What follows belongs to an exercise in optimizing a design on an open flow for a short achievable clock period and few clock cycles; a production flow would make more cautious choices.
At most, simulation tests tie the RTL to the original design; equivalence was not proved.
Only the layout flow was run in runs 2 to 4; the RTL was not checked for function there.
Power is estimated from default activity; no workload was simulated.

==> flow/design.v <==
package cpu_pkg;
    typedef logic signed [15:0] word_t;
    typedef logic [3:0] reg_idx_t;
    typedef logic [10:0] pc_t;
    typedef logic [31:0] bus_addr_t;
    localparam logic [2:0] OP_ADDSUB = 3'b000;
    localparam logic [2:0] OP_SLTMUL = 3'b001;
    localparam logic [2:0] OP_STORE  = 3'b010;
    localparam logic [2:0] OP_LOAD   = 3'b011;
    localparam logic [2:0] OP_JUMP   = 3'b100;
    localparam logic [2:0] OP_BEQ    = 3'b101;
    localparam int PC_WORDS = 2048;
    localparam bus_addr_t DRAM_BASE = 32'h0000_1000;
endpackage
module cpu_ctrl (
    input  cpu_pkg::word_t    ir,
    output logic              uses_rs,
    output logic              uses_rt,
    output logic              we,
    output cpu_pkg::reg_idx_t wr_idx,
    output logic              is_alu,
    output logic              is_mul,
    output logic              is_load,
    output logic              is_store,
    output logic              is_jump,
    output logic              is_ubr,
    output logic              is_cbr
);
    logic [2:0] op;
    logic       beq;
    assign op  = ir[15:13];
    assign beq = (op == cpu_pkg::OP_BEQ);
    assign is_alu   = (op == cpu_pkg::OP_ADDSUB) || ((op == cpu_pkg::OP_SLTMUL) && ir[0]);
    assign is_mul   = (op == cpu_pkg::OP_SLTMUL) && !ir[0];
    assign is_load  = (op == cpu_pkg::OP_LOAD);
    assign is_store = (op == cpu_pkg::OP_STORE);
    assign is_jump  = (op == cpu_pkg::OP_JUMP);
    assign is_ubr   = beq && (ir[12:9] == ir[8:5]);
    assign is_cbr   = beq && (ir[12:9] != ir[8:5]);
    assign uses_rs = (op == cpu_pkg::OP_ADDSUB) || (op == cpu_pkg::OP_SLTMUL) ||
                     is_load || is_store || is_cbr;
    assign uses_rt = (op == cpu_pkg::OP_ADDSUB) || (op == cpu_pkg::OP_SLTMUL) ||
                     is_store || is_cbr;
    assign we      = (op == cpu_pkg::OP_ADDSUB) || (op == cpu_pkg::OP_SLTMUL) || is_load;
    assign wr_idx  = is_load ? ir[8:5] : ir[4:1];
endmodule
module inst_fetch #(
    parameter int GROUP_WORDS = 128
) (
    input  logic                             clk,
    input  logic                             we,
    input  logic [$clog2(GROUP_WORDS)-1:0]   wr_ofs,
    input  cpu_pkg::word_t                   wr_data,
    input  logic [$clog2(GROUP_WORDS)-1:0]   rd_ofs,
    output cpu_pkg::word_t                   rd_data
);
    cpu_pkg::word_t inst_buf [0:GROUP_WORDS-1];
    always_ff @(posedge clk) begin
        if (we) begin
            inst_buf[wr_ofs] <= wr_data;
        end
    end
    assign rd_data = inst_buf[rd_ofs];
endmodule
module exec_unit (
    input  cpu_pkg::word_t  a,
    input  cpu_pkg::word_t  b,
    input  logic            is_sub,
    input  logic            is_slt,
    output cpu_pkg::word_t  res,
    output logic            eq,
    output logic [15:0]     mp0,
    output logic [11:0]     mp1,
    output logic [7:0]      mp2,
    output logic [3:0]      mp3
);
    always_comb begin
        if (is_slt) begin
            res = ((a[15] != b[15]) ? a[15] : (a[14:0] < b[14:0])) ? 16'd1 : 16'd0;
        end else if (is_sub) begin
            res = a - b;
        end else begin
            res = a + b;
        end
    end
    assign eq  = (a == b);
    assign mp0 = a * {12'd0, b[3:0]};
    assign mp1 = a[11:0] * {8'd0, b[7:4]};
    assign mp2 = a[7:0] * {4'd0, b[11:8]};
    assign mp3 = a[3:0] * b[15:12];
endmodule
module reg_file (
    input  logic              clk,
    input  logic              rst_n,
    input  cpu_pkg::reg_idx_t rs_idx,
    input  cpu_pkg::reg_idx_t rt_idx,
    output cpu_pkg::word_t    rs_val,
    output cpu_pkg::word_t    rt_val,
    input  logic              we,
    input  cpu_pkg::reg_idx_t wr_idx,
    input  cpu_pkg::word_t    wr_data
);
    cpu_pkg::word_t regs [0:15];
    assign rs_val = regs[rs_idx];
    assign rt_val = regs[rt_idx];
    always_ff @(posedge clk or negedge rst_n) begin
        if (!rst_n) begin
            for (int i = 0; i < 16; i++) begin
                regs[i] <= '0;
            end
        end else if (we) begin
            regs[wr_idx] <= wr_data;
        end
    end
endmodule
module data_bridge #(
    parameter int W = 16,
    parameter int N = 2
) (
    input  logic         clk,
    input  logic         rst_n,
    input  logic         push,
    input  logic [W-1:0] din,
    output logic         valid,
    output logic [W-1:0] dout,
    input  logic         ready,
    output logic         full,
    output logic         empty
);
    logic [W-1:0]           q [0:N-1];
    logic [$clog2(N+1)-1:0] n;
    logic                   take;
    assign take  = !valid || ready;
    assign full  = (n == N);
    assign empty = !valid && (n == 0);
    always_ff @(posedge clk or negedge rst_n) begin
        if (!rst_n) begin
            valid <= 1'b0;
            n     <= '0;
        end else if (take) begin
            if (n != 0) begin
                valid <= 1'b1;
                if (!push) n <= n - 1'b1;
            end else begin
                valid <= push;
            end
        end else if (push) begin
            n <= n + 1'b1;
        end
    end
    always_ff @(posedge clk) begin
        if (take) begin
            if (n != 0) begin
                dout <= q[0];
                for (int i = 0; i < N - 1; i++) begin
                    q[i] <= (push && (i == n - 1)) ? din : q[i+1];
                end
                if (push && (n == N)) q[N-1] <= din;
            end else begin
                dout <= din;
            end
        end else if (push) begin
            for (int i = 0; i < N; i++) begin
                if (i == n) q[i] <= din;
            end
        end
    end
endmodule
module cpu_top #(
    parameter int                 GROUP_WORDS = 128,
    parameter cpu_pkg::bus_addr_t DRAM_BASE   = cpu_pkg::DRAM_BASE
) (
    input  logic               clk,
    input  logic               rst_n,
    output logic               ar_valid,
    output cpu_pkg::bus_addr_t ar_addr,
    input  logic               ar_ready,
    input  logic               r_valid,
    input  cpu_pkg::word_t     r_data,
    input  logic               r_last,
    output logic               r_ready,
    output logic               dr_ar_valid,
    output cpu_pkg::bus_addr_t dr_ar_addr,
    input  logic               dr_ar_ready,
    input  logic               dr_r_valid,
    input  cpu_pkg::word_t     dr_r_data,
    output logic               dr_r_ready,
    output logic               aw_valid,
    output cpu_pkg::bus_addr_t aw_addr,
    input  logic               aw_ready,
    output logic               w_valid,
    output cpu_pkg::word_t     w_data,
    input  logic               w_ready,
    input  logic               b_valid,
    output logic               b_ready,
    output logic               io_stall
);
    localparam int OW       = $clog2(GROUP_WORDS);
    localparam int BASE_MAX = cpu_pkg::PC_WORDS - GROUP_WORDS;
    logic                 started;
    logic                 accepting;      
    logic [OW:0]          cnt;            
    cpu_pkg::pc_t         base;
    logic                 beat_q;
    cpu_pkg::word_t       bdata_q;
    logic                 wbeat;
    cpu_pkg::word_t       buf_word;
    logic                 gsw;
    cpu_pkg::pc_t         gsw_tgt;
    cpu_pkg::pc_t         gsw_base;
    logic                 gsw_top;
    always_ff @(posedge clk or negedge rst_n) begin
        if (!rst_n) begin
            beat_q <= 1'b0;
        end else begin
            beat_q <= r_valid && r_ready;
        end
    end
    always_ff @(posedge clk) begin
        bdata_q <= r_data;
    end
    assign wbeat = beat_q && accepting;
    assign gsw_top  = (gsw_tgt > cpu_pkg::pc_t'(BASE_MAX));
    assign gsw_base = gsw_top ? cpu_pkg::pc_t'(BASE_MAX) : gsw_tgt;
    always_ff @(posedge clk or negedge rst_n) begin
        if (!rst_n) begin
            started   <= 1'b0;
            ar_valid  <= 1'b0;
            ar_addr   <= DRAM_BASE;
            accepting <= 1'b0;
            cnt       <= '0;
            base      <= '0;
            r_ready   <= 1'b0;
        end else begin
            r_ready <= 1'b1;
            started <= 1'b1;
            if (!started) begin
                ar_valid <= 1'b1;
            end
            if (gsw) begin
                ar_valid  <= 1'b1;
                ar_addr   <= DRAM_BASE + cpu_pkg::bus_addr_t'({gsw_base, 1'b0});
                base      <= gsw_base;
                accepting <= 1'b0;
                cnt       <= '0;
            end else begin
                if (ar_valid && ar_ready) begin
                    ar_valid  <= 1'b0;
                    accepting <= 1'b1;
                end
                if (wbeat) begin
                    cnt <= cnt + 1'b1;
                end
            end
        end
    end
    logic [OW-1:0] fofs;
    inst_fetch #(
        .GROUP_WORDS (GROUP_WORDS)
    ) u_fetch (
        .clk     (clk),
        .we      (wbeat),
        .wr_ofs  (cnt[OW-1:0]),
        .wr_data (bdata_q),
        .rd_ofs  (fofs),
        .rd_data (buf_word)
    );
    cpu_pkg::pc_t      fpc;
    logic              fstop;
    logic              favail;
    logic              d_valid;
    cpu_pkg::word_t    d_ir;
    cpu_pkg::pc_t      d_pc;
    logic [OW-1:0]     d_ofs;
    logic              e_valid;
    logic              e_we, e_alu, e_mul, e_load, e_store, e_cbr, e_umiss, e_smiss;
    cpu_pkg::pc_t      e_npc;
    logic              e_sub, e_slt;
    cpu_pkg::reg_idx_t e_wr;
    cpu_pkg::word_t    e_a, e_b;
    logic              e_fa, e_fb;
    logic [4:0]        e_imm;
    cpu_pkg::pc_t      e_tpc;
    logic [OW-1:0]     e_tofs;
    logic              e_thit;
    logic              m_valid;
    logic              m_we, m_mul, m_load;
    cpu_pkg::reg_idx_t m_wr;
    cpu_pkg::word_t    m_res;
    logic [15:0]       m_p0;
    logic [11:0]       m_p1;
    logic [7:0]        m_p2;
    logic [3:0]        m_p3;
    cpu_pkg::word_t    m_result;
    logic              m_done;
    logic              m_hold;
    logic              ld_got;
    cpu_pkg::word_t    ld_data;
    logic              d_uses_rs, d_uses_rt, d_we, d_alu, d_mul, d_load, d_store;
    logic              d_jump, d_ubr, d_cbr;
    cpu_pkg::reg_idx_t d_wr, d_rs, d_rt;
    cpu_pkg::word_t    rf_rs, rf_rt;
    logic [8:0]        d_bofs;
    cpu_pkg::pc_t      d_tpc;
    logic [11:0]       d_jdist;
    logic [OW-1:0]     d_tofs;
    logic              d_thit;
    logic              d_haz;
    logic              d_fire;
    logic              e_go;
    logic              e_stall;
    logic              e_redir;
    logic              e_taken;
    logic              m_wb;
    cpu_pkg::word_t    d_a, d_b;
    assign d_rs = d_ir[12:9];
    assign d_rt = d_ir[8:5];
    cpu_ctrl u_ctrl (
        .ir       (d_ir),
        .uses_rs  (d_uses_rs),
        .uses_rt  (d_uses_rt),
        .we       (d_we),
        .wr_idx   (d_wr),
        .is_alu   (d_alu),
        .is_mul   (d_mul),
        .is_load  (d_load),
        .is_store (d_store),
        .is_jump  (d_jump),
        .is_ubr   (d_ubr),
        .is_cbr   (d_cbr)
    );
    assign d_bofs  = {2'b00, d_ofs} + 9'd1 + {{4{d_ir[4]}}, d_ir[4:0]};
    assign d_jdist = {1'b0, d_ir[11:1]} - {1'b0, base};
    always_comb begin
        if (d_jump) begin
            d_tpc  = d_ir[11:1];
            d_thit = (d_jdist[11:OW] == '0);
            d_tofs = d_jdist[OW-1:0];
        end else begin
            d_tpc  = d_pc + 11'd1 + {{6{d_ir[4]}}, d_ir[4:0]};
            d_thit = (d_bofs[8:OW] == '0);
            d_tofs = d_bofs[OW-1:0];
        end
    end
    always_comb begin
        d_haz = 1'b0;
        if (e_valid && e_we && (e_mul || e_load) &&
            ((d_uses_rs && e_wr == d_rs) || (d_uses_rt && e_wr == d_rt))) begin
            d_haz = 1'b1;
        end
        if (m_valid && m_we && m_load && !ld_got &&
            ((d_uses_rs && m_wr == d_rs) || (d_uses_rt && m_wr == d_rt))) begin
            d_haz = 1'b1;
        end
    end
    reg_file u_regs (
        .clk     (clk),
        .rst_n   (rst_n),
        .rs_idx  (d_rs),
        .rt_idx  (d_rt),
        .rs_val  (rf_rs),
        .rt_val  (rf_rt),
        .we      (m_wb && m_we),
        .wr_idx  (m_wr),
        .wr_data (m_result)
    );
    assign d_a = (m_wb && m_we && m_wr == d_rs) ? m_result : rf_rs;
    assign d_b = (m_wb && m_we && m_wr == d_rt) ? m_result : rf_rt;
    assign d_fire = d_valid && !d_haz && (!e_valid || e_go) && !e_redir;
    assign favail = ({1'b0, fofs} < cnt) && !fstop;
    always_ff @(posedge clk or negedge rst_n) begin
        if (!rst_n) begin
            fofs    <= '0;
            fpc     <= '0;
            fstop   <= 1'b0;
            d_valid <= 1'b0;
        end else if (e_redir) begin
            d_valid <= 1'b0;
            fstop   <= 1'b0;
            if (gsw) begin
                fpc  <= gsw_tgt;
                fofs <= gsw_top ? gsw_tgt[OW-1:0] : '0;
            end else begin
                fpc  <= e_tpc;
                fofs <= e_tofs;
            end
        end else if (d_fire && (d_jump || d_ubr)) begin
            d_valid <= 1'b0;
            if (d_thit) begin
                fpc   <= d_tpc;
                fofs  <= d_tofs;
                fstop <= 1'b0;
            end else begin
                fstop <= 1'b1;
            end
        end else if (!d_valid || d_fire) begin
            d_valid <= favail;
            if (favail) begin
                fofs <= fofs + 1'b1;
                fpc  <= fpc + 11'd1;
                if (&fofs) fstop <= 1'b1;
            end
        end
    end
    always_ff @(posedge clk) begin
        if (!e_redir && !(d_fire && (d_jump || d_ubr)) && (!d_valid || d_fire) && favail) begin
            d_ir  <= buf_word;
            d_pc  <= fpc;
            d_ofs <= fofs;
        end
    end
    cpu_pkg::word_t    ea, eb;
    cpu_pkg::word_t    e_res;
    logic              e_eq;
    logic [15:0]       e_p0;
    logic [11:0]       e_p1;
    logic [7:0]        e_p2;
    logic [3:0]        e_p3;
    cpu_pkg::word_t    e_idx;
    cpu_pkg::bus_addr_t e_addr;
    logic              sq_aw_full, sq_w_full, sq_aw_empty, sq_w_empty;
    assign ea = e_fa ? m_res : e_a;
    assign eb = e_fb ? m_res : e_b;
    exec_unit u_exec (
        .a      (ea),
        .b      (eb),
        .is_sub (e_sub),
        .is_slt (e_slt),
        .res    (e_res),
        .eq     (e_eq),
        .mp0    (e_p0),
        .mp1    (e_p1),
        .mp2    (e_p2),
        .mp3    (e_p3)
    );
    assign e_idx  = ea + {{11{e_imm[4]}}, e_imm};
    assign e_addr = DRAM_BASE + {{15{e_idx[15]}}, e_idx, 1'b0};
    assign e_stall = (e_load && !(sq_aw_empty && sq_w_empty)) ||
                     (e_store && (sq_aw_full || sq_w_full));
    assign e_go    = e_valid && !e_stall && !m_hold;
    assign e_taken = (e_cbr && e_eq) || e_umiss;
    assign e_redir = e_go && (e_taken || e_smiss);
    assign gsw     = e_redir && !(e_taken && e_thit);
    assign gsw_tgt = e_taken ? e_tpc : e_npc;
    always_ff @(posedge clk or negedge rst_n) begin
        if (!rst_n) begin
            e_valid <= 1'b0;
        end else if (e_redir || d_fire) begin
            e_valid <= d_fire && !e_redir;
        end else if (e_go) begin
            e_valid <= 1'b0;
        end
    end
    always_ff @(posedge clk) begin
        if (d_fire) begin
            e_we    <= d_we;
            e_alu   <= d_alu;
            e_mul   <= d_mul;
            e_load  <= d_load;
            e_store <= d_store;
            e_cbr   <= d_cbr;
            e_umiss <= (d_jump || d_ubr) && !d_thit;
            e_smiss <= !(d_jump || d_ubr) && (&d_ofs);
            e_npc   <= d_pc + 11'd1;
            e_sub   <= !d_ir[0];
            e_slt   <= d_ir[13];
            e_wr    <= d_wr;
            e_imm   <= d_ir[4:0];
            e_tpc   <= d_tpc;
            e_tofs  <= d_tofs;
            e_thit  <= d_thit;
            e_a     <= d_a;
            e_b     <= d_b;
            e_fa    <= e_valid && e_we && e_alu && (e_wr == d_rs);
            e_fb    <= e_valid && e_we && e_alu && (e_wr == d_rt);
        end else if (e_valid && !e_go) begin
            e_a  <= ea;
            e_b  <= eb;
            e_fa <= 1'b0;
            e_fb <= 1'b0;
        end
    end
    data_bridge #(.W(32), .N(2)) u_aw (
        .clk   (clk),
        .rst_n (rst_n),
        .push  (e_go && e_store),
        .din   (e_addr),
        .valid (aw_valid),
        .dout  (aw_addr),
        .ready (aw_ready),
        .full  (sq_aw_full),
        .empty (sq_aw_empty)
    );
    data_bridge #(.W(16), .N(2)) u_w (
        .clk   (clk),
        .rst_n (rst_n),
        .push  (e_go && e_store),
        .din   (eb),
        .valid (w_valid),
        .dout  (w_data),
        .ready (w_ready),
        .full  (sq_w_full),
        .empty (sq_w_empty)
    );
    always_ff @(posedge clk or negedge rst_n) begin
        if (!rst_n) begin
            dr_ar_valid <= 1'b0;
            dr_r_ready  <= 1'b0;
            b_ready     <= 1'b0;
            ld_got      <= 1'b0;
        end else begin
            dr_r_ready <= 1'b1;
            b_ready    <= 1'b1;
            ld_got     <= dr_r_valid && dr_r_ready;
            if (e_go && e_load) begin
                dr_ar_valid <= 1'b1;
            end else if (dr_ar_ready) begin
                dr_ar_valid <= 1'b0;
            end
        end
    end
    always_ff @(posedge clk) begin
        if (e_go && e_load) begin
            dr_ar_addr <= e_addr;
        end
        ld_data <= dr_r_data;
    end
    always_ff @(posedge clk or negedge rst_n) begin
        if (!rst_n) begin
            m_valid  <= 1'b0;
            io_stall <= 1'b1;
        end else begin
            io_stall <= !m_wb;
            if (e_go) begin
                m_valid <= 1'b1;
            end else if (m_wb) begin
                m_valid <= 1'b0;
            end
        end
    end
    always_ff @(posedge clk) begin
        if (e_go) begin
            m_we   <= e_we;
            m_mul  <= e_mul;
            m_load <= e_load;
            m_wr   <= e_wr;
            m_res  <= e_res;
            m_p0   <= e_p0;
            m_p1   <= e_p1;
            m_p2   <= e_p2;
            m_p3   <= e_p3;
        end
    end
    assign m_done   = !m_load || ld_got;
    assign m_hold   = m_valid && !m_done;
    assign m_wb     = m_valid && m_done;
    always_comb begin
        if (m_mul) begin
            m_result = m_p0 + {m_p1, 4'd0} + {m_p2, 8'd0} + {m_p3, 12'd0};
        end else if (m_load) begin
            m_result = ld_data;
        end else begin
            m_result = m_res;
        end
    end
endmodule
==> flow/flow/run.sh <==
#!/bin/bash
# Standard layout, with timing repair aimed well below the 12 ns clock:
# repair_timing keeps working on every path whose slack is under the margin.
set -euo pipefail
bash standard.sh finish SETUP_SLACK_MARGIN=8.8 > make_finish.log 2>&1
==> flow/standard.sh <==
#!/bin/bash
# synth_recipe.tcl (not shown) runs the flow's synth.tcl, then flattens the netlist and writes it again
# the make line also repeats each setting of config.mk as NAME=value (left out here)
make -C /OpenROAD-flow-scripts/flow DESIGN_CONFIG=/design/flow/config.mk WORK_HOME=/design/flow/orfs CLKGATE_MAP_FILE= SYNTH_SCRIPT=/design/flow/synth_recipe.tcl "${@:-finish}"
==> flow/config.mk <==
export PLATFORM = sky130hd
export DESIGN_NAME = cpu_top
export DESIGN_NICKNAME = cpu_top
export VERILOG_FILES = /design/flow/design.v
export SDC_FILE = /design/flow/constraint.sdc
export NUM_CORES = 4
export LEC_CHECK = 0
export ABC_CLOCK_PERIOD_IN_PS = 2500
export CAP_MARGIN = 20
export CORE_MARGIN = 2
export CORE_UTILIZATION = 40
export SLEW_MARGIN = 20
export TNS_END_PERCENT = 100
==> flow/constraint.sdc <==
create_clock -name core_clock -period 12.0 [get_ports {clk}]
set_input_delay 2.4000 -clock core_clock [delete_from_list [all_inputs] [get_ports {clk}]]
set_output_delay 2.4000 -clock core_clock [all_outputs]
set_load 0.01 [all_outputs]
==> out/metrics.cfg, run 1 <==
[global_routing]
grt_pass1_vias=65880
antenna_found_initial=11
overflow=0
grt_pass1_wl_mm=466.2
grt_use_met2=0.3610
grt-busiest-layer=met2
grt_usage=0.2225
grt_util_met3=0.04052
grt_max_degree=118
grt_util_met1=0.3019

[clock_network]
cts_buffers=290
clkSlewWorstSetupHoldPaths_ns=0.06
cts.htree.levels=5
clock-sinks=2686
clockRootBuffer=clkbuf_16
cts_hold_buf=0
cts_tree=built
cts.path.max_buffers=4
clk_latency_ns=0.90

[logic_synthesis]
yosysUniqueCellTypes=86
synth_ff_type=edfxtp_1
yosysWarnings=9
syn_area_per_cell_um2=17.18
synth_cells=6625
synth_seq_cells=2686
synth-seq-area-share=0.6924
syn_area_um2=113800
synthArstFlopShare=0.1154
synth_edf_count=2344

[worst_setup_path]
path_max_fanout=5
cp-start-kind=flop
startpoint=e_fa
cp_top_family=adder cells
crit_top_cell=buf_6
cpMaxStageDelayCell=fa_1
critPathMaxStageDelay_ns=0.51
worstSetupPathType=flop to flop
crit_chain=buf_12, mux2i_4, buf_6, clkinvlp_4, nand2_2, fa_1, fa_1, inv_2, buf_6, buf_6, ha_4, a21o_1, a21oi_2, nor2b_2, o211ai_1, buf_4, a21oi_4, nor3_2, nor3_2, a31o_2, xnor2_2
critPathBufInv=7
required_ns=12.58
r2r-start=e_fa
critPathArrivalTime_ns=5.00
cp-end-kind=flop

[flow_run]
drv_cap=0

[pwr]
power.static_leakage_nw=46.97
vdd_ir_drop_max_mv=0.3053
power.total_mw=42.42
p_comb_frac=0.502
p_seq_frac=0.297
p_sw_frac=0.3802
power_frac_clock=0.201
intPower_mw=26.29
power.net_switching_mw=16.13
p_per_area_nw_per_um2=308.7

[die]
die_area_um2=288800
start_util=0.4028
io_pins=162
coreArea_um2=282500
die_h_um=537.4
fp.dieW_um=537.4
rows=195

[sta]
skew_ns=0.05859
layout_min_cycle_time_ns=4.425
final.setup.tns_ns=0
worstMarginPinSlew_ns=1.330
maxSlewHeadroom=0.1130
finalSetupViolCount=0
holdWs_ns=0.4811
final_max_slew_viol_count=0
timing.final.crit_share=0.3688
rsz0062_at_grt=true
hold_violations=0
max_freq_mhz=226.0

[final_layout]
layout_commonest_cell=edfxtp_1
fin_area_um2=137400
final_util=0.4863
drive_above_1_share=0.3073
areaGrowthSynthToFinish_pct=20.75
nets=7574
layout_common_cells=edfxtp_1 (2344), mux4_2 (670), nand2_1 (418), buf_4 (390), nor2_1 (375)

[detailed_routing]
wire_per_inst_um=28.90
routed_wl_mm=326.2
ant_nets=0
drt_iter0_markers=7938
first_pass_iters=8
vias=65760
vias_per_cell=5.827
drc_errors=0

[placed_design]
place_hpwl_mm=179.1
numPortBuffers=136
place_congestion=0.8848
placed_area_um2=120700

[worst_hold_path]
min-delay-start=dr_ar_valid
hp-class=flop to flop

[run_status]
status=finished clean

==> area by class of cell <==
cell class	instances	area, um^2
diodes	6	15.01
clock buffers	384	7762
clock inverters	132	1150
fillers	23170	145100
inverters	222	923.4
multi-input cells	3353	35310
flip-flops and latches	2686	78880
well taps	3743	4683
repair buffers	759	8662
repair inverters	1	16.27
==> synth_stat cells, types with 30 or more instances <==
master,instances,area share
edfxtp_1,2344,0.62
mux4_2,670,0.13
nand2_1,434,0.014
nor2_1,415,0.014
o21ai_0,323,0.014
dfrtp_1,309,0.068
clkbuf_1,255,0.0084
inv_1,220,0.0073
a21oi_1,196,0.0086
a22oi_1,174,0.011
ha_1,151,0.017
xnor2_1,113,0.0087
mux2i_1,83,0.0073
nand3_1,75,0.0033
fa_1,68,0.012
buf_4,65,0.0043
mux2_2,61,0.0060
nand4_1,58,0.0032
nor3_1,53,0.0023
buf_2,49,0.0022
o22ai_1,34,0.0019
buf_1,32,0.0011
dfxtp_1,32,0.0056
a221oi_1,30,0.0023
a22o_1,30,0.0023
==> worst register-to-register path, cell delays in order, from the launching register on <==
cell,delay [ns]
edfxtp_1,0.41
buf_12,0.16
mux2i_4,0.25
buf_6,0.17
clkinvlp_4,0.20
nand2_2,0.12
fa_1,0.43
fa_1,0.51
inv_2,0.05
buf_6,0.11
buf_6,0.10
ha_4,0.20
a21o_1,0.18
a21oi_2,0.19
nor2b_2,0.06
o211ai_1,0.15
buf_4,0.17
a21oi_4,0.07
nor3_2,0.21
nor3_2,0.07
a31o_2,0.22
xnor2_2,0.13
==> cells by family (layout without fill, tap and decap cells) <==
group | Yosys count | in the layout | share of synthesized area
XOR/XNOR | 141 | 141 | 0.01085
buffers and inverters | 626 | 1498 | 0.02353
flip-flops | 2686 | 2686 | 0.6924
AND/OR/NAND/NOR | 1156 | 1173 | 0.04400
AO/OA/AOI/OAI | 978 | 979 | 0.05425
adder cells (fa/ha/maj) | 219 | 219 | 0.02857
other | 2 | 30 | 0.00006600
multiplexers | 817 | 817 | 0.1464
==> power by group through the flow <==
stage,combinational [mW],clock [mW],sequential [mW]
6_report,21.3,8.53,12.6
5_1_grt,22.6,9.03,12.7
4_1_cts,19.9,8.68,12.6
3_5_place_dp,15.6,0,12.8
3_3_place_gp,15.5,0,12.8
2_1_floorplan,10.6,0,12.4
==> flip-flops by register name, indices dropped and copies added (netlist names), 11 cells and up <==
name	flops
u_fetch.inst_buf	2048
ld_data	16
e_npc	11
u_regs.regs	256
u_aw.dout	17
u_aw.q	34
e_a	16
dr_ar_addr	17
fpc	11
m_p0	16
m_p1	12
d_pc	11
bdata_q	16
e_b	16
d_ir	16
u_w.q	32
e_tpc	11
base	11
u_w.dout	16
m_res	16
==> layer usage <==
metal / wire length (um) / vias to the layer above
met5: 43 / -
met4: 12870 / 6
met3: 26690 / 685
met2: 156400 / 3092
met1: 130200 / 34490
li1: - / 27490
==> path summary, 6_finish.rpt <==
kind                                 endpoint  slack (ns)  cells after the start
setup / recovery                     m_p0[15]        7.57                     21
max in group asynchronous  u_regs.regs[10][5]        9.10                      3
setup reg to reg                     m_p0[15]        7.57                     21
hold reg to reg                   dr_ar_valid        0.48                      1
min in group asynchronous   u_regs.regs[2][3]        1.52                      1
hold / removal                    dr_ar_valid        0.48                      1
==> metrics by stage <==
step	setup WS, ns	cells
after floorplan	7.870	6647
after global placement	6.023	10380
after detailed placement	6.003	10390
after CTS	7.625	11220
after global routing	7.432	11280
final	7.575	11290
==> repair_timing <==
action                                 in CTS  in global routing
pin swaps                                 162                101
buffers inserted                          246                 46
endpoints found under the hold margin       0                  0
setup endpoints to repair                 767                635
gates cloned                               76                  8
gates resized for setup                   958                277
Testbench counts, summed over its fixed seeds: cycles 16,819.
==> inputs of run 2 (changes only) <==
--- a/flow/design.v
+++ b/flow/design.v
@@ -76,7 +76,7 @@
 );
     always_comb begin
         if (is_slt) begin
-            res = ((a[15] != b[15]) ? a[15] : (a[14:0] < b[14:0])) ? 16'd1 : 16'd0;
+            res = ($signed(a) < $signed(b)) ? 16'd1 : 16'd0;
         end else if (is_sub) begin
             res = a - b;
         end else begin
==> run 2 against run 1 <==
  * Die area fell by 0.29%
  * Global-route usage rose by 0.52 points
  * Sequential share of layout area fell by 0.91 points
  * Critical endpoint is now m_p0[14]
==> out/metrics.cfg, run 2 <==
[sta]
max_freq_mhz=229.7  ; +1.6%
timing.final.crit_share=0.3629  ; -0.005892
hold_violations=0  ; unchanged
final_max_slew_viol_count=0  ; unchanged
skew_ns=0.07500  ; +0.01641 ns
worstMarginPinSlew_ns=1.298  ; -0.03294 ns
finalSetupViolCount=0  ; unchanged
final.setup.tns_ns=0  ; unchanged
layout_min_cycle_time_ns=4.354  ; -0.07071 ns
rsz0062_at_grt=true
maxSlewHeadroom=0.1350  ; +0.02196

[die]
coreArea_um2=282300  ; about the same
io_pins=162  ; unchanged
start_util=0.4019  ; -0.0008442
rows=195  ; unchanged
fp.dieW_um=536.6  ; -0.15%
die_area_um2=287900  ; -0.29%
die_h_um=536.6  ; -0.15%

[worst_setup_path]
startpoint=e_fb
critPathMaxStageDelay_ns=0.52  ; about the same
path_max_fanout=5  ; unchanged
critPathArrivalTime_ns=4.93  ; -0.07 ns
cpMaxStageDelayCell=fa_1
cp-end-kind=flop
required_ns=12.58  ; about the same
r2r-start=e_fb
crit_chain=buf_12, mux2i_4, buf_6, clkinvlp_4, ha_4, fa_1, inv_1, fa_1, inv_2, ha_4, nor2b_4, o21ai_2, a21boi_2, o21ai_2, nand2b_1, a21o_1, a41o_1, o41ai_2, xnor2_1
worstSetupPathType=flop to flop
cp-start-kind=flop

[detailed_routing]
routed_wl_mm=334.1  ; +2.4%
wire_per_inst_um=29.32  ; +1.4%
ant_nets=0  ; unchanged
vias=66690  ; +1.4%
vias_per_cell=5.851  ; +0.42%
drt_iter0_markers=8126  ; +2.4%
first_pass_iters=6  ; -2
drc_errors=0  ; unchanged

[final_layout]
drive_above_1_share=0.3308  ; +0.02348
largest_register_ffs=2048  ; unchanged
largestRegisters=u_fetch.inst_buf (2048), u_regs.regs (256), u_aw.q (34)
fin_area_um2=139600  ; +1.6%
num-fill-cells=22780  ; -1.7%
top_register=u_fetch.inst_buf
multi_input_area_um2=35490  ; +0.51%
areaGrowthSynthToFinish_pct=23.05
layout_commonest_cell=edfxtp_1
nets=7673  ; +1.3%
seq_area_um2=78880  ; about the same
final_util=0.4946  ; +0.008234
layout_common_cells=edfxtp_1 (2344), mux4_2 (671), buf_4 (427), nand2_1 (420), nor2_1 (338)

[clock_network]
cts.path.max_buffers=4  ; unchanged
clkSlewWorstSetupHoldPaths_ns=0.06  ; about the same
cts_hold_buf=0  ; unchanged
cts_tree=built
cts_buffers=293  ; +1.0%
clock-sinks=2686  ; unchanged
clk_latency_ns=0.91  ; about the same
clockRootBuffer=clkbuf_16
cts.htree.levels=5  ; unchanged

[pwr]
power.static_leakage_nw=47.84  ; +1.9%
vdd_ir_drop_max_mv=0.2619  ; -14%
p_per_area_nw_per_um2=321.0  ; +4.0%

[global_routing]
grt_usage=0.2277  ; +0.005171
antenna_found_initial=10  ; -1
grt_max_degree=102  ; -14%
grt_pass1_wl_mm=474.9  ; +1.9%
overflow=0  ; unchanged
grt_pass1_vias=66200  ; +0.49%

[logic_synthesis]
syn_area_per_cell_um2=17.16  ; about the same
synth-seq-area-share=0.6944  ; +0.002054
yosysWarnings=9  ; unchanged
synthTopCellsByArea=edfxtp_1 (62%), mux4_2 (13%), dfrtp_1 (6.8%)
synth_commonest_cells=edfxtp_1 (2344), mux4_2 (671), nand2_1 (443)
synthArstFlopShare=0.1154  ; unchanged
synth_most_common_cell=edfxtp_1
yosysUniqueCellTypes=79  ; -8.1%
synth_edf_count=2344  ; unchanged
netlist.area_leader.share=0.6204  ; +0.001835
synth_seq_cells=2686  ; unchanged
synth_ff_type=edfxtp_1
yosys.area.top_type=edfxtp_1
synth_cells=6612  ; -0.20%
syn_area_um2=113500  ; -0.30%

[placed_design]
numPortBuffers=136  ; unchanged
place_hpwl_mm=180.3  ; +0.66%
place_congestion=0.8801  ; -0.53%
placed_area_um2=120700  ; about the same

[flow_run]
drv_cap=0  ; unchanged

[worst_hold_path]
min-delay-start=e_mul
hp-class=flop to flop

[run_status]
status=finished clean

-- run 2: cell count changes after synthesis, moves of 10 or more --
cell | before | now
a21oi_1 | 196 | 210
buf_4 | 65 | 54
buf_1 | 32 | 52
nand3_1 | 75 | 65
o21ai_1 | 18 | 3
clkbuf_1 | 255 | 244
o21ai_0 | 323 | 338
a22oi_1 | 174 | 189
-- run 2: routing by layer --
metal	track usage	part of all wire	up-vias
met1	0.3169	0.41	34950
met2	0.3606	0.47	3283
met5	0	0	-
met3	0.03746	0.081	768
li1	-	-	27680
met4	0.08680	0.044	0
-- run 2: power breakdown --
group	switching (mW)	total, mW	internal [mW]
registers	0.916	12.7	11.8
clock network	3.72	8.94	5.22
logic	12.5	23.2	10.7
-- run 2: per-stage QoR --
step / total power [mW] / instances / hold slack, ns / setup WS [ns]
CTS: 42.95 / 11290 / 0.4517 / 7.683
global placement: 28.60 / 10370 / 0.4434 / 6.451
floorplan: 23.27 / 6634 / 0.4124 / 7.876
global route: 46.69 / 11390 / 0.4825 / 7.483
detailed placement: 28.85 / 10370 / 0.4386 / 6.374
finish: 44.82 / 11400 / 0.4563 / 7.646
-- run 2: worst max-delay path, delay by kind of cell (launching register included) --
kind                     cells  cell delay (ns)
flip-flops                   1             0.37
XOR/XNOR                     1             0.15
multiplexers                 1             0.24
AND/OR/NAND/NOR              2             0.24
buffers and inverters        5             0.57
AO/OA/AOI/OAI                6             1.11
adder cells (fa/ha/maj)      4             1.40
-- run 2: worst paths after layout --
kind / to / cells past startpoint / slack, ns
max reg2reg: m_p0[14] / 19 / 7.65
max in group asynchronous: fofs[0] / 3 / 9.04
max: m_p0[14] / 19 / 7.65
min: m_mul / 0 / 0.46
min reg2reg: m_mul / 0 / 0.46
min in group asynchronous: u_regs.regs[10][3] / 1 / 1.49
-- run 2: area by class of cell --
type | instances | area share
Antenna cell | 8 | 0.0001434
Clock buffer | 384 | 0.05682
Clock inverter | 146 | 0.01081
Inverter | 226 | 0.006964
Multi-Input combinational cell | 3328 | 0.2542
Sequential cell | 2686 | 0.5650
Tap cell | 3743 | 0.03355
Timing Repair Buffer | 872 | 0.07214
Timing Repair inverter | 4 | 0.0003854
-- run 2: kinds of logic after synthesis --
group,share of synthesized area
other cells,0.00006619
flops,0.6944
xor+xnor,0.01065
mux,0.1466
buf+inv,0.02329
compound gates,0.05251
simple gates,0.04373
fa+ha+maj,0.02876
-- run 2: timing repair --
action | 4_1_cts | 5_1_grt
setup endpoints to repair | 736 | 838
buffers inserted | 309 | 90
resized for setup | 1179 | 275
cloned | 78 | 9
pin swaps | 206 | 155
==> inputs of run 3 (changes only) <==
==> flow/run.sh (new file) <==
#!/bin/bash
# synth_recipe.tcl (not shown) runs the flow's synth.tcl, then flattens the netlist and writes it again
# the make line also repeats each setting of config.mk as NAME=value (left out here)
make -C /OpenROAD-flow-scripts/flow DESIGN_CONFIG=/design/flow/config.mk WORK_HOME=/design/flow/orfs CLKGATE_MAP_FILE= SYNTH_SCRIPT=/design/flow/synth_recipe.tcl finish
--- a/flow/config.mk
+++ b/flow/config.mk
@@ -5,9 +5,7 @@
 export SDC_FILE = /design/flow/constraint.sdc
 export NUM_CORES = 4
 export LEC_CHECK = 0
-export ABC_CLOCK_PERIOD_IN_PS = 2500
 export CAP_MARGIN = 20
 export CORE_MARGIN = 2
 export CORE_UTILIZATION = 40
 export SLEW_MARGIN = 20
-export TNS_END_PERCENT = 100
removed: flow/flow/run.sh
removed: flow/standard.sh
==> run 3 against run 2 <==
  * Via count decreased by 6.4%
  * Still clean
  * Area after synthesis unchanged
  * Register-to-register slack got worse by 1.3 ns
  * Global-route usage decreased by 1.9 points
  * Critical endpoint is now m_p0[15]
  * Critical path type unchanged
  * Clock power decreased by 3.1%
  * Highest routed layer is now met5
  * Flip-flop and latch count unchanged
==> out/metrics.cfg, run 3 <==
[run_status]
status=finished clean

[sta]
timing.final.crit_share=0.4701  ; +0.1072
worstMarginPinSlew_ns=1.158  ; -0.1393 ns
final_max_slew_viol_count=0  ; unchanged
hold_violations=0  ; unchanged
finalSetupViolCount=0  ; unchanged
maxSlewHeadroom=0.2227  ; +0.08771
skew_ns=0.08784  ; +0.01283 ns
layout_min_cycle_time_ns=5.641  ; +1.287 ns
final.setup.tns_ns=0  ; unchanged
layout_setup_ws_ns=6.359  ; -1.287 ns
rsz0062_at_grt=false
max_freq_mhz=177.3  ; -23%

[global_routing]
antenna_found_initial=13  ; +3
grt_max_degree=153  ; +50%
grt_util_met1=0.2925  ; -0.02444
grt-busiest-layer=met2
grt_usage=0.2090  ; -0.01871
grt_pass1_vias=63140  ; -4.6%
grt_util_met3=0.03503  ; -0.002435
grt_use_met2=0.3308  ; -0.02977
grt_pass1_wl_mm=440.7  ; -7.2%
overflow=0  ; unchanged

[clock_network]
clock-sinks=2686  ; unchanged
cts.htree.levels=5  ; unchanged
cts_tree=built
clkSlewWorstSetupHoldPaths_ns=0.06  ; about the same
cts_setup_buffers=0  ; -100%
cts_buffers=291  ; -0.68%
cts_hold_buf=0  ; unchanged
cts_resized=0  ; -100%
clockRootBuffer=clkbuf_16
cts.path.max_buffers=4  ; unchanged
clk_latency_ns=0.88  ; -0.03 ns

[pwr]
p_comb_frac=0.425  ; -0.092
p_seq_frac=0.343  ; +0.060
power.static_leakage_nw=43.54  ; -9.0%
p_sw_frac=0.3782  ; -0.003582
vdd_ir_drop_max_mv=0.2013  ; -23%
intPower_mw=23.16  ; -16%
power_frac_clock=0.233  ; +0.034
power.net_switching_mw=14.08  ; -18%
p_per_area_nw_per_um2=287.6  ; -10%

[logic_synthesis]
synth_xor_area_frac=0.01065  ; unchanged
synth-simple-area-share=0.04373  ; unchanged
netlist.area_leader.share=0.6204  ; unchanged
synth_mux_area_frac=0.1466  ; unchanged
syn_area_um2=113500  ; unchanged
yosysUniqueCellTypes=79  ; unchanged
synth_ff_type=edfxtp_1
synth_cells=6612  ; unchanged
synth_fa_ha_area_frac=0.02876  ; unchanged
synth-seq-area-share=0.6944  ; unchanged
syn_area_per_cell_um2=17.16  ; unchanged
synth_edf_count=2344  ; unchanged
synth-compound-area-share=0.05251  ; unchanged
synthArstFlopShare=0.1154  ; unchanged
synth_seq_cells=2686  ; unchanged
yosysWarnings=9  ; unchanged
yosys.area.top_type=edfxtp_1
synth_most_common_cell=edfxtp_1
synth_top_family_by_area=multiplexers
synth_commonest_cells=edfxtp_1 (2344), mux4_2 (671), nand2_1 (443)
synthTopCellsByArea=edfxtp_1 (62%), mux4_2 (13%), dfrtp_1 (6.8%)

[final_layout]
top_register=u_fetch.inst_buf
layout_commonest_cell=edfxtp_1
num-fill-cells=23980  ; +5.3%
drive_above_1_share=0.2094  ; -0.1213
areaGrowthSynthToFinish_pct=14.15
nets=7207  ; -6.1%
largestRegisters=u_fetch.inst_buf (2048), u_regs.regs (256), u_aw.q (34)
final_cells=10910  ; -4.3%
layout_common_cells=edfxtp_1 (2344), mux4_2 (671), nand2_1 (443), nor2_1 (398), o21ai_0 (337)
largest_register_ffs=2048  ; unchanged

[flow_run]
drv_cap=0  ; unchanged

[die]
fp.dieW_um=536.6  ; unchanged
start_util=0.4019  ; unchanged
rows=195  ; unchanged
io_pins=162  ; unchanged
die_h_um=536.6  ; unchanged
die_area_um2=287900  ; unchanged
coreArea_um2=282300  ; unchanged

[worst_setup_path]
cp-start-kind=flop
cp-end-kind=flop
path_max_fanout=16  ; +11
critPathArrivalTime_ns=6.24  ; +1.31 ns
worstSetupPathType=flop to flop
required_ns=12.60  ; +0.02 ns

[placed_design]
place_congestion=0.8893  ; +1.0%
dp_worst_setup_slack_ns=6.400  ; +0.02634 ns
place_inst=10390  ; +0.20%
place_hpwl_mm=182.7  ; +1.3%
numPortBuffers=136  ; unchanged

[detailed_routing]
wire_per_inst_um=27.78  ; -5.2%
routed_wl_mm=303.1  ; -9.3%
first_pass_iters=6  ; unchanged
ant_nets=0  ; unchanged
drc_errors=0  ; unchanged
vias=62450  ; -6.4%
vias_per_cell=5.723  ; -2.2%
drt_iter0_markers=6911  ; -15%

[worst_hold_path]
hp-class=flop to flop

## run 3: cell count changes in the layout (fill, tap and decap cells not counted), sizes merged, moves of 6 or more
cell / previous run / this run
bufinv: 25 / 18
inv: 229 / 236
clkinvlp: 21 / 8
clkbuf: 393 / 371
buf: 815 / 286
clkinv: 101 / 108
diode: 8 / 2
clkdlybuf4s50: 36 / 135
bufbuf: 10 / 0
## run 3: stage by stage
stage	cell area [um^2]	power, mW	hold slack [ns]	utilization
6_report	129500	37.24	0.4791	0.4588
5_1_grt	129500	39.16	0.4879	0.4588
4_1_cts	129500	37.44	0.4774	0.4586
3_5_place_dp	120300	28.73	0.4595	0.4263
3_3_place_gp	120300	28.53	0.4418	0.4262
2_1_floorplan	113500	22.95	0.4124	-
## run 3: final cells by class
class | count | area (um^2) | share of cell area
clock buffers | 371 | 7846 | 0.06058
repair buffers | 421 | 3607 | 0.02785
well taps | 3743 | 4683 | 0.03616
diodes | 2 | 5.005 | 0.00003864
multi-input cells | 3319 | 32390 | 0.2501
clock inverters | 144 | 1267 | 0.009787
inverters | 226 | 848.3 | 0.006550
flip-flops and latches | 2686 | 78860 | 0.6089
## run 3: final timing paths
path	cells past startpoint	startpoint	slack [ns]	endpoint
setup reg to reg	17	e_fb	6.36	m_p0[15]
min in group asynchronous	1	rst_n	1.68	u_regs.regs[11][8]
max in group asynchronous	3	rst_n	8.14	fofs[3]
setup / recovery	17	e_fb	6.36	m_p0[15]
hold / removal	0	fpc[10]	0.48	d_pc[10]
hold reg to reg	0	fpc[10]	0.48	d_pc[10]
## run 3: routing by layer
layer  part of all wire  up-vias
met3              0.071      618
li1                   -    26640
met4              0.037        2
met5           0.000066        -
met1               0.42    32540
met2               0.47     2649
## run 3: critical path, stage by stage, from the launching register on
cell and delay [ns]:
edfxtp_1 1.10, mux2i_1 0.32, buf_4 0.28, inv_1 0.20
ha_1 0.33, fa_1 0.52, inv_1 0.05, fa_1 0.47
inv_1 0.04, ha_1 0.31, a21oi_1 0.23, o21ai_0 0.15
a21o_1 0.20, a21oi_1 0.21, o21ai_0 0.17, o41ai_1 0.47
o21ai_0 0.21, xnor2_1 0.15
## run 3: kinds of logic after synthesis
kind of cell,after synthesis
simple gates,1156
xor+xnor,138
other cells,2
compound gates,965
mux,816
flops,2686
buf+inv,629
fa+ha+maj,220
## run 3: power groups by stage
stage,combinational [mW],sequential [mW],clock (mW)
final,15.8,12.8,8.66
after floorplan,10.4,12.5,0
after global placement,15.6,12.9,0
after global routing,17.1,12.9,9.17
after detailed placement,15.8,13.0,0
after CTS,15.8,12.8,8.82
==> inputs of run 4 (changes only) <==
--- a/flow/design.v
+++ b/flow/design.v
@@ -101,14 +101,18 @@
     input  cpu_pkg::word_t    wr_data
 );
     cpu_pkg::word_t regs [0:15];
-    assign rs_val = regs[rs_idx];
-    assign rt_val = regs[rt_idx];
+    logic [15:0]    vld;
+    assign rs_val = vld[rs_idx] ? regs[rs_idx] : '0;
+    assign rt_val = vld[rt_idx] ? regs[rt_idx] : '0;
     always_ff @(posedge clk or negedge rst_n) begin
         if (!rst_n) begin
-            for (int i = 0; i < 16; i++) begin
-                regs[i] <= '0;
-            end
+            vld <= '0;
         end else if (we) begin
+            vld[wr_idx] <= 1'b1;
+        end
+    end
+    always_ff @(posedge clk) begin
+        if (we) begin
             regs[wr_idx] <= wr_data;
         end
     end
@@ -307,6 +311,7 @@
     logic              d_thit;
     logic              d_haz;
     logic              d_fire;
+    logic              d_move;
     logic              e_go;
     logic              e_stall;
     logic              e_redir;
@@ -366,7 +371,8 @@
     );
     assign d_a = (m_wb && m_we && m_wr == d_rs) ? m_result : rf_rs;
     assign d_b = (m_wb && m_we && m_wr == d_rt) ? m_result : rf_rt;
-    assign d_fire = d_valid && !d_haz && (!e_valid || e_go) && !e_redir;
+    assign d_move = d_valid && !d_haz && (!e_valid || e_go);
+    assign d_fire = d_move && !e_redir;
     assign favail = ({1'b0, fofs} < cnt) && !fstop;
     always_ff @(posedge clk or negedge rst_n) begin
         if (!rst_n) begin
@@ -403,7 +409,7 @@
         end
     end
     always_ff @(posedge clk) begin
-        if (!e_redir && !(d_fire && (d_jump || d_ubr)) && (!d_valid || d_fire) && favail) begin
+        if ((!d_valid || d_move) && favail) begin
             d_ir  <= buf_word;
             d_pc  <= fpc;
             d_ofs <= fofs;
@@ -452,7 +458,7 @@
         end
     end
     always_ff @(posedge clk) begin
-        if (d_fire) begin
+        if (d_move) begin
             e_we    <= d_we;
             e_alu   <= d_alu;
             e_mul   <= d_mul;
==> flow/flow/run.sh (new file) <==
#!/bin/bash
# Standard layout, with timing repair aimed well below the 12 ns clock:
# repair_timing keeps working on every path whose slack is under the margin.
set -euo pipefail
bash standard.sh finish SETUP_SLACK_MARGIN=8.8 > make_finish.log 2>&1
==> flow/standard.sh (new file) <==
#!/bin/bash
# synth_recipe.tcl (not shown) runs the flow's synth.tcl, then flattens the netlist and writes it again
# the make line also repeats each setting of config.mk as NAME=value (left out here)
make -C /OpenROAD-flow-scripts/flow DESIGN_CONFIG=/design/flow/config.mk WORK_HOME=/design/flow/orfs CLKGATE_MAP_FILE= SYNTH_SCRIPT=/design/flow/synth_recipe.tcl "${@:-finish}"
--- a/flow/config.mk
+++ b/flow/config.mk
@@ -5,7 +5,11 @@
 export SDC_FILE = /design/flow/constraint.sdc
 export NUM_CORES = 4
 export LEC_CHECK = 0
+export ABC_CLOCK_PERIOD_IN_PS = 2500
 export CAP_MARGIN = 20
 export CORE_MARGIN = 2
 export CORE_UTILIZATION = 40
+export CTS_CLUSTER_DIAMETER = 60
+export CTS_CLUSTER_SIZE = 30
 export SLEW_MARGIN = 20
+export TNS_END_PERCENT = 100
removed: flow/run.sh
==> run 4 against run 3 <==
  * Still clean
  * Die area is 0.88% higher
  * Worst setup slack better by 1.3 ns
  * Clock-buffer cell count is 191 lower
  * Critical endpoint is now m_p0[14]
  * Highest routed layer is now met4
==> out/metrics.cfg, run 4 <==
[sta]
skew_ns=0.1072  ; +0.01932 ns
worstMarginPinSlew_ns=1.128  ; -0.03007 ns
final.setup.tns_ns=0  ; unchanged
finalSetupViolCount=0  ; unchanged
holdWs_ns=0.4793  ; +0.0001630 ns
final_max_slew_viol_count=0  ; unchanged
maxSlewHeadroom=0.2479  ; +0.02523
layout_min_cycle_time_ns=4.311  ; -1.330 ns
timing.final.crit_share=0.3593  ; -0.1108
rsz0062_at_grt=true
max_freq_mhz=231.9  ; +31%
hold_violations=0  ; unchanged

[final_layout]
areaGrowthSynthToFinish_pct=18.40
nets=6825  ; -5.3%
top_register=u_fetch.inst_buf
layout_commonest_cell=edfxtp_1
drive_above_1_share=0.3534  ; +0.1440
largestRegisters=u_fetch.inst_buf (2048), u_regs.regs (256), u_aw.q (34)
largest_register_ffs=2048  ; unchanged
num-fill-cells=23370  ; -2.6%
layout_common_cells=edfxtp_1 (2600), mux4_2 (838), buf_4 (394), nor2_1 (353), inv_1 (208)

[clock_network]
cts_buffers=175  ; -40%
clkSlewWorstSetupHoldPaths_ns=0.10  ; +0.04 ns
clock-sinks=2702  ; +0.60%
clk_latency_ns=0.91  ; +0.03 ns
cts_tree=built
cts_hold_buf=0  ; unchanged
cts.htree.levels=4  ; -1
clockRootBuffer=clkbuf_16
cts.path.max_buffers=4  ; unchanged

[die]
die_area_um2=290500  ; +0.88%
die_h_um=538.9  ; +0.44%
fp.dieW_um=538.9  ; +0.44%
start_util=0.4017  ; about the same
io_pins=162  ; unchanged
coreArea_um2=285000  ; +0.95%
rows=196  ; +0.51%

[detailed_routing]
vias=60420  ; -3.3%
routed_wl_mm=312.7  ; +3.2%
ant_nets=0  ; unchanged
first_pass_iters=5  ; -1
vias_per_cell=5.777  ; +0.95%
wire_per_inst_um=29.90  ; +7.6%
drt_iter0_markers=6814  ; -1.4%
drc_errors=0  ; unchanged

[logic_synthesis]
synthTopCellsByArea=edfxtp_1 (68%), mux4_2 (16%), ha_1 (1.7%)
synth_most_common_cell=edfxtp_1
synth_ff_type=edfxtp_1
synth_commonest_cells=edfxtp_1 (2600), mux4_2 (838), nor2_1 (383)
yosysWarnings=8  ; -1
synthArstFlopShare=0.02591  ; -0.08951
syn_area_um2=114500  ; +0.89%
synth_seq_cells=2702  ; +0.60%
synth_cells=5908  ; -11%
netlist.area_leader.share=0.6821  ; +0.06170
yosysUniqueCellTypes=86  ; +8.9%
synth-seq-area-share=0.7030  ; +0.008581
yosys.area.top_type=edfxtp_1
synth_edf_count=2600  ; +11%
syn_area_per_cell_um2=19.37  ; +13%

[run_status]
status=finished clean

[worst_setup_path]
path_max_fanout=4  ; -12
r2r_setup_slack_ns=7.69  ; +1.33 ns
r2r-start=e_fb
worstSetupPathType=flop to flop
required_ns=12.64  ; +0.04 ns
cp-start-kind=flop
reg2regPathDepth=19  ; +2
cp-end-kind=flop
r2r_end=m_p0[14]
critPathArrivalTime_ns=4.95  ; -1.29 ns

[pwr]
p_per_area_nw_per_um2=308.1  ; +7.1%
power.static_leakage_nw=44.95  ; +3.2%
power.total_mw=41.76  ; +12%
vdd_ir_drop_max_mv=0.3075  ; +53%

[global_routing]
grt_max_degree=97  ; -37%
grt_pass1_wl_mm=439.3  ; -0.31%
grt_pass1_vias=59840  ; -5.2%
grt_usage=0.2099  ; +0.0009590
overflow=0  ; unchanged
antenna_found_initial=12  ; -1

[flow_run]
drv_cap=0  ; unchanged

[placed_design]
place_congestion=0.8735  ; -1.8%
numPortBuffers=136  ; unchanged
place_hpwl_mm=172.5  ; -5.6%

[worst_hold_path]
whs_endpoint=m_mul
min-delay-start=e_mul
hold_depth=0  ; unchanged
hp-class=flop to flop

run 4: final cells by class:
class / instances / area (um^2) / area share
repair buffers: 789 / 8909 / 0.06573
inverters: 258 / 1075 / 0.007930
repair inverters: 2 / 17.52 / 0.0001292
flip-flops and latches: 2702 / 80550 / 0.5943
clock inverters: 133 / 1837 / 0.01355
multi-input cells: 2628 / 33980 / 0.2507
diodes: 4 / 10.01 / 0.00007385
clock buffers: 180 / 4451 / 0.03284
well taps: 3762 / 4707 / 0.03473
run 4: through the flow:
stage          instances  cell area [um^2]  utilization  setup WS [ns]
5_1_grt            10460            135500       0.4756          7.562
2_1_floorplan       5930            115100            -          8.014
4_1_cts            10340            133000       0.4667          7.634
6_report           10460            135500       0.4756          7.689
3_5_place_dp        9732            121500       0.4263          6.268
3_3_place_gp        9732            121500       0.4263          6.269
run 4: metal layers:
layer	global-route usage	up-vias	share of wire
met5	0	-	0
met4	0.05638	0	0.030
met3	0.02441	448	0.063
met2	0.3504	2209	0.50
met1	0.2929	32680	0.41
li1	-	25080	-
run 4: power by group:
| group | internal [mW] | switching (mW) | total [mW] |
|---|---|---|---|
| Sequential | 12.2 | 0.533 | 12.7 |
| Combinational | 10.4 | 11.9 | 22.3 |
| Clock | 3.06 | 3.69 | 6.75 |
| Total | 25.6 | 16.1 | 41.8 |
run 4: how the worst max path moves through the flow:
stage	from	endpoint	slack, ns	depth (start not counted)
floorplan	e_fa	m_p0[15]	8.01	17
global placement	e_fa	fofs[6]	6.27	12
detailed placement	e_fa	fofs[6]	6.27	12
CTS	e_fb	m_p0[15]	7.63	17
global route	e_fb	m_p0[14]	7.56	19
finish	e_fb	m_p0[14]	7.69	19
run 4: critical path, stage by stage, from the launching register on:
cell and delay, ns:
edfxtp_1 0.42, buf_12 0.17, buf_6 0.12, mux2i_4 0.18
buf_12 0.15, clkinvlp_4 0.11, nand2_2 0.07, fa_1 0.55
inv_1 0.06, fa_1 0.52, inv_2 0.05, fa_2 0.36
nor2b_1 0.12, o21ai_1 0.11, a21boi_2 0.19, o21ai_2 0.09
a21oi_2 0.26, a41o_1 0.24, o41ai_2 0.07, xnor2_1 0.27
run 4: cell families after synthesis:
logic type | share of synthesized area
AOI/OAI and AO/OA | 0.02598
xor gates and xnor gates | 0.01141
adders and majority gates | 0.02927
buffers and inverters | 0.02264
DFF | 0.7030
muxes | 0.1771
other | 0.00006561
and+or+nand+nor | 0.03051
run 4: timing repair:
action,4_1_cts,5_1_grt
gates cloned,57,12
setup buffers,235,103
gates resized for setup,830,325
setup endpoints to repair,563,403
pin swaps,69,111

## re-timing with driven ports
No port has a modelled driver above. Below, the same layouts with a new extraction and two added sets of constraints.
Step 1 assumes that a clkbuf_16 drives the clock port and a buf_2 every other input.
Step 2 adds t to the input delays and takes it off the output delays; t is the mean of the earliest and latest rising clock arrival at the registers after step 1. Input paths then give back, and output paths get back, about the clock's delay inside the block.
Three values: ideal, step 1, step 2; two values: the first two.
run	t, ns	setup slack, ns	worst setup path at the end
run 1	0.968	7.575 / 7.575 / 7.575	register to register
run 2	0.970	7.646 / 7.646 / 7.646	register to register
run 3	0.929	6.359 / 6.359 / 6.359	register to register
run 4	0.952	7.689 / 7.689 / 7.689	register to register
After both steps every run listed still meets setup and hold.
